Context: an optimization exercise on an open-source flow, tuned for small area. The choices shown serve that exercise and are no tape-out recipe.
The RTL was checked by simulation tests, not by an equivalence proof against the original design.
Power figures rest on the tool's default switching activity, not on a simulated workload.

==> flow/design.v <==
module regfile_sb #(
    parameter int DATA_W = 32,
    parameter int ADDR_W = 5,
    parameter int BYPASS = 1,
    parameter int V0_IDX = 2,
    parameter int A0_IDX = 4
) (
    input  logic              clk,
    input  logic              rst,
    input  logic [ADDR_W-1:0] rd_addr_a,
    output logic [DATA_W-1:0] rd_data_a,
    input  logic [ADDR_W-1:0] rd_addr_b,
    output logic [DATA_W-1:0] rd_data_b,
    input  logic              wr_en,
    input  logic [ADDR_W-1:0] wr_addr,
    input  logic [DATA_W-1:0] wr_data,
    input  logic              iss_en,
    input  logic [ADDR_W-1:0] iss_addr,
    output logic              busy_a,
    output logic              busy_b,
    output logic [DATA_W-1:0] sys_v0,
    input  logic              print_req,
    output logic [DATA_W-1:0] sys_a0,
    output logic              sys_a0_vld
);
    localparam int DEPTH = 1 << ADDR_W;
    logic [DATA_W-1:0] r_regs [1:DEPTH-1];
    logic [DEPTH-1:1]  r_pend;
    logic [DATA_W-1:0] r_sys_a0;
    logic              r_sys_a0_vld;
    logic [DEPTH-1:1]  w_we;       
    logic [DEPTH-1:1]  w_iss;      
    logic [DEPTH-1:1]  w_sel_a;    
    logic [DEPTH-1:1]  w_sel_b;
    logic              w_hit_a;
    logic              w_hit_b;
    logic [DATA_W-1:0] w_wdata;    
    always_comb begin
        for (int i = 1; i < DEPTH; i++) begin
            w_we[i]    = wr_en && (wr_addr == i[ADDR_W-1:0]);
            w_iss[i]   = iss_en && (iss_addr == i[ADDR_W-1:0]);
            w_sel_a[i] = (rd_addr_a == i[ADDR_W-1:0]) && !w_we[i];
            w_sel_b[i] = (rd_addr_b == i[ADDR_W-1:0]) && !w_we[i];
        end
    end
    assign w_hit_a = wr_en && (wr_addr == rd_addr_a) && (rd_addr_a != '0);
    assign w_hit_b = wr_en && (wr_addr == rd_addr_b) && (rd_addr_b != '0);
    assign w_wdata = rst ? '0 : wr_data;
    logic [DATA_W-1:0] w_col_a [DEPTH];    
    always_comb begin
        w_col_a[0] = wr_data;
        for (int i = 1; i < DEPTH; i++) w_col_a[i] = r_regs[i];
    end
    genvar gk;
    generate
        for (gk = 0; gk < DATA_W; gk++) begin : g_col
            logic [DEPTH-1:0] d;
            for (genvar gi = 0; gi < DEPTH; gi++) begin : g_d
                assign d[gi] = w_col_a[gi][gk];
            end
            rf_col32 u_a (.s({w_sel_a, w_hit_a}), .d(d), .y(rd_data_a[gk]));
            rf_col32 u_b (.s({w_sel_b, w_hit_b}), .d(d), .y(rd_data_b[gk]));
        end
    endgenerate
    rf_col32 u_busy_a (.s({w_sel_a, w_hit_a}), .d({r_pend, 1'b0}), .y(busy_a));
    rf_col32 u_busy_b (.s({w_sel_b, w_hit_b}), .d({r_pend, 1'b0}), .y(busy_b));
    assign sys_v0 = r_regs[V0_IDX];
    always_ff @(posedge clk) begin
        for (int i = 1; i < DEPTH; i++) begin
            if (w_we[i] || rst) begin
                r_regs[i] <= w_wdata;
            end
        end
    end
    always_ff @(posedge clk) begin
        for (int i = 1; i < DEPTH; i++) begin
            if (rst) begin
                r_pend[i] <= 1'b0;
            end else if (w_iss[i]) begin
                r_pend[i] <= 1'b1;
            end else if (w_we[i]) begin
                r_pend[i] <= 1'b0;
            end
        end
    end
    always_ff @(posedge clk) begin
        r_sys_a0_vld <= print_req && !rst;
        if (print_req || rst) begin
            r_sys_a0 <= (w_we[A0_IDX] || rst) ? w_wdata : r_regs[A0_IDX];
        end
    end
    assign sys_a0     = r_sys_a0;
    assign sys_a0_vld = r_sys_a0_vld;
endmodule
module rf_col32 (
    input  logic [31:0] s,
    input  logic [31:0] d,
    output logic        y
);
    logic [10:0] n;
    for (genvar g = 0; g < 10; g++) begin : g_aoi
        rf_aoi3 u (.s(s[3*g+2:3*g]), .d(d[3*g+2:3*g]), .y(n[g]));
    end
    rf_aoi2 u_last (.s(s[31:30]), .d(d[31:30]), .y(n[10]));
    rf_or11n u_or (.n(n), .y(y));
endmodule
module rf_aoi3 (
    input  logic [2:0] s,
    input  logic [2:0] d,
    output logic       y
);
    assign y = ~|(s & d);
endmodule
module rf_aoi2 (
    input  logic [1:0] s,
    input  logic [1:0] d,
    output logic       y
);
    assign y = ~|(s & d);
endmodule
module rf_or11n (
    input  logic [10:0] n,
    output logic        y
);
    assign y = ~&n;
endmodule
clock: 5.5 ns
lec_check: 0
cap_margin: 20
core_margin: 2
core_utilization: 50
setup_slack_margin: 0.2
slew_margin: 20
synth_hierarchical: 1
standard.sh (not shown) runs the stock make flow with config.mk's settings and CLKGATE_MAP_FILE= SYNTH_SCRIPT=/design/flow/synth_recipe.tcl, a recipe that flattens the netlist after the stock synthesis.
==> flow/flow/run.sh <==
#!/bin/bash
# Standard synthesis, then the standard ORFS layout with a few extra knobs:
# plain buffers on the ports, free resizing, and a clock tree of small
# buffers with larger sink clusters and no dummy loads.
set -euo pipefail
bash standard.sh synth > synth.log 2>&1
bash standard.sh finish \
  "BUFFER_PORTS_ARGS=-buffer_cell sky130_fd_sc_hd__buf_1" \
  "MATCH_CELL_FOOTPRINT=0" \
  "CTS_ARGS=-sink_clustering_enable -repair_clock_nets -dont_use_dummy_load -sink_clustering_size 12 -sink_clustering_max_diameter 80 -buf_list {sky130_fd_sc_hd__clkbuf_8}" \
  > layout.log 2>&1
==> next run, changes <==
--- a/flow/config.mk
+++ b/flow/config.mk
@@ -10,3 +10,2 @@
 export CORE_UTILIZATION = 50
-export SETUP_SLACK_MARGIN = 0.2
 export SLEW_MARGIN = 20
After rerunning: The new run ran to the end with no violations. Fmax goes down by 0.50%. Wire length is about the same. Synthesized area does not change. Total power hardly moves. Die area stays the same. Worst setup slack got worse by 27 ps. Core utilization stays flat. Via count is about the same. Design area stays flat. Sequential share of layout area hardly moves. Global-route usage is about the same.
==> next run, changes <==
==> flow/run.sh (new file) <==
#!/bin/bash
# synth_recipe.tcl (not shown) runs the flow's synth.tcl, then flattens the netlist and writes it again
# the make line also repeats each setting of config.mk as NAME=value (left out here)
make -C /OpenROAD-flow-scripts/flow DESIGN_CONFIG=/design/flow/config.mk WORK_HOME=/design/flow/orfs CLKGATE_MAP_FILE= SYNTH_SCRIPT=/design/flow/synth_recipe.tcl finish
--- a/flow/config.mk
+++ b/flow/config.mk
@@ -9,3 +9,3 @@
 export CORE_MARGIN = 2
-export CORE_UTILIZATION = 50
+export CORE_UTILIZATION = 40
 export SLEW_MARGIN = 20
removed: flow/flow/run.sh
removed: flow/standard.sh
Outcome:
- The changed run produced a layout that fails on negative setup slack
- global-route usage went down by 9.1 points
- die area went up by a quarter to a third
- design area went up by roughly a tenth
==> next run, changes <==
==> flow/flow/run.sh (new file) <==
#!/bin/bash
# Standard synthesis, then the standard ORFS layout with a few extra knobs:
# plain buffers on the ports, free resizing, smaller clock buffers and no
# CTS dummy loads.
set -euo pipefail
bash standard.sh synth > synth.log 2>&1
bash standard.sh finish \
  "BUFFER_PORTS_ARGS=-buffer_cell sky130_fd_sc_hd__buf_1" \
  "MATCH_CELL_FOOTPRINT=0" \
  "CTS_ARGS=-sink_clustering_enable -repair_clock_nets -dont_use_dummy_load -sink_clustering_size 30 -sink_buffer_max_cap_derate 1.0 -buf_list {sky130_fd_sc_hd__clkbuf_8}" \
  > layout.log 2>&1
==> flow/standard.sh (new file) <==
#!/bin/bash
# synth_recipe.tcl (not shown) runs the flow's synth.tcl, then flattens the netlist and writes it again
# the make line also repeats each setting of config.mk as NAME=value (left out here)
make -C /OpenROAD-flow-scripts/flow DESIGN_CONFIG=/design/flow/config.mk WORK_HOME=/design/flow/orfs CLKGATE_MAP_FILE= SYNTH_SCRIPT=/design/flow/synth_recipe.tcl "${@:-finish}"
--- a/flow/config.mk
+++ b/flow/config.mk
@@ -7,6 +7,6 @@
 export LEC_CHECK = 0
-export CAP_MARGIN = 20
+export CAP_MARGIN = 0
 export CORE_MARGIN = 2
-export CORE_UTILIZATION = 40
-export SLEW_MARGIN = 20
+export CORE_UTILIZATION = 45
+export SLEW_MARGIN = 0
 export SYNTH_HIERARCHICAL = 1
removed: flow/run.sh
Result: This time the run completed, yet does not pass: max-capacitance violations, max-slew violations, negative setup slack; register-to-register slack is worse by 560 ps; power drops by 11%; core utilization climbs by 1.0 points; global-route usage climbs by 6.6 points; design area drops by 9.3%; hold slack is better by 6.8 ps; sequential share of layout area climbs by 5.9 points; cell count drops by about 8%; wire length climbs by about 7.5%; clock skew climbs by 26 ps.

[static timing again, ports no longer ideal]
How much do the figures lean on ideal ports? The routed layouts below were timed once more, with nothing changed but the port constraints.
Step 1: set_driving_cell puts a clkbuf_16 on clk and a buf_2 on each other input, an assumption about the parent block.
Step 2, shift: input delay + t, output delay - t, t = (earliest + latest rising clock arrival at the registers) / 2. This alone moves slack from input paths to output paths.
Three values: ideal, step 1, step 2; two values: the first two.
| run | t, ns | slack for setup (ns) | hold slack, ns |
|---|---|---|---|
| the first run | 0.785 | 0.148 / 0.114 / 0.114 | 0.505 / 0.505 / 0.505 |
| the second run | 0.796 | 0.122 / 0.098 / 0.098 | 0.504 / 0.504 / 0.504 |
| the third run | 0.764 | -0.022 / -0.054 / -0.054 | 0.494 / 0.494 / 0.494 |
| the fourth run | 0.901 | -0.052 / -0.076 / -0.076 | 0.500 / 0.485 / 0.500 |
The setup slack of the first run, which loses most, moves by -0.034 ns with the drivers and by -0.034 ns with both steps.
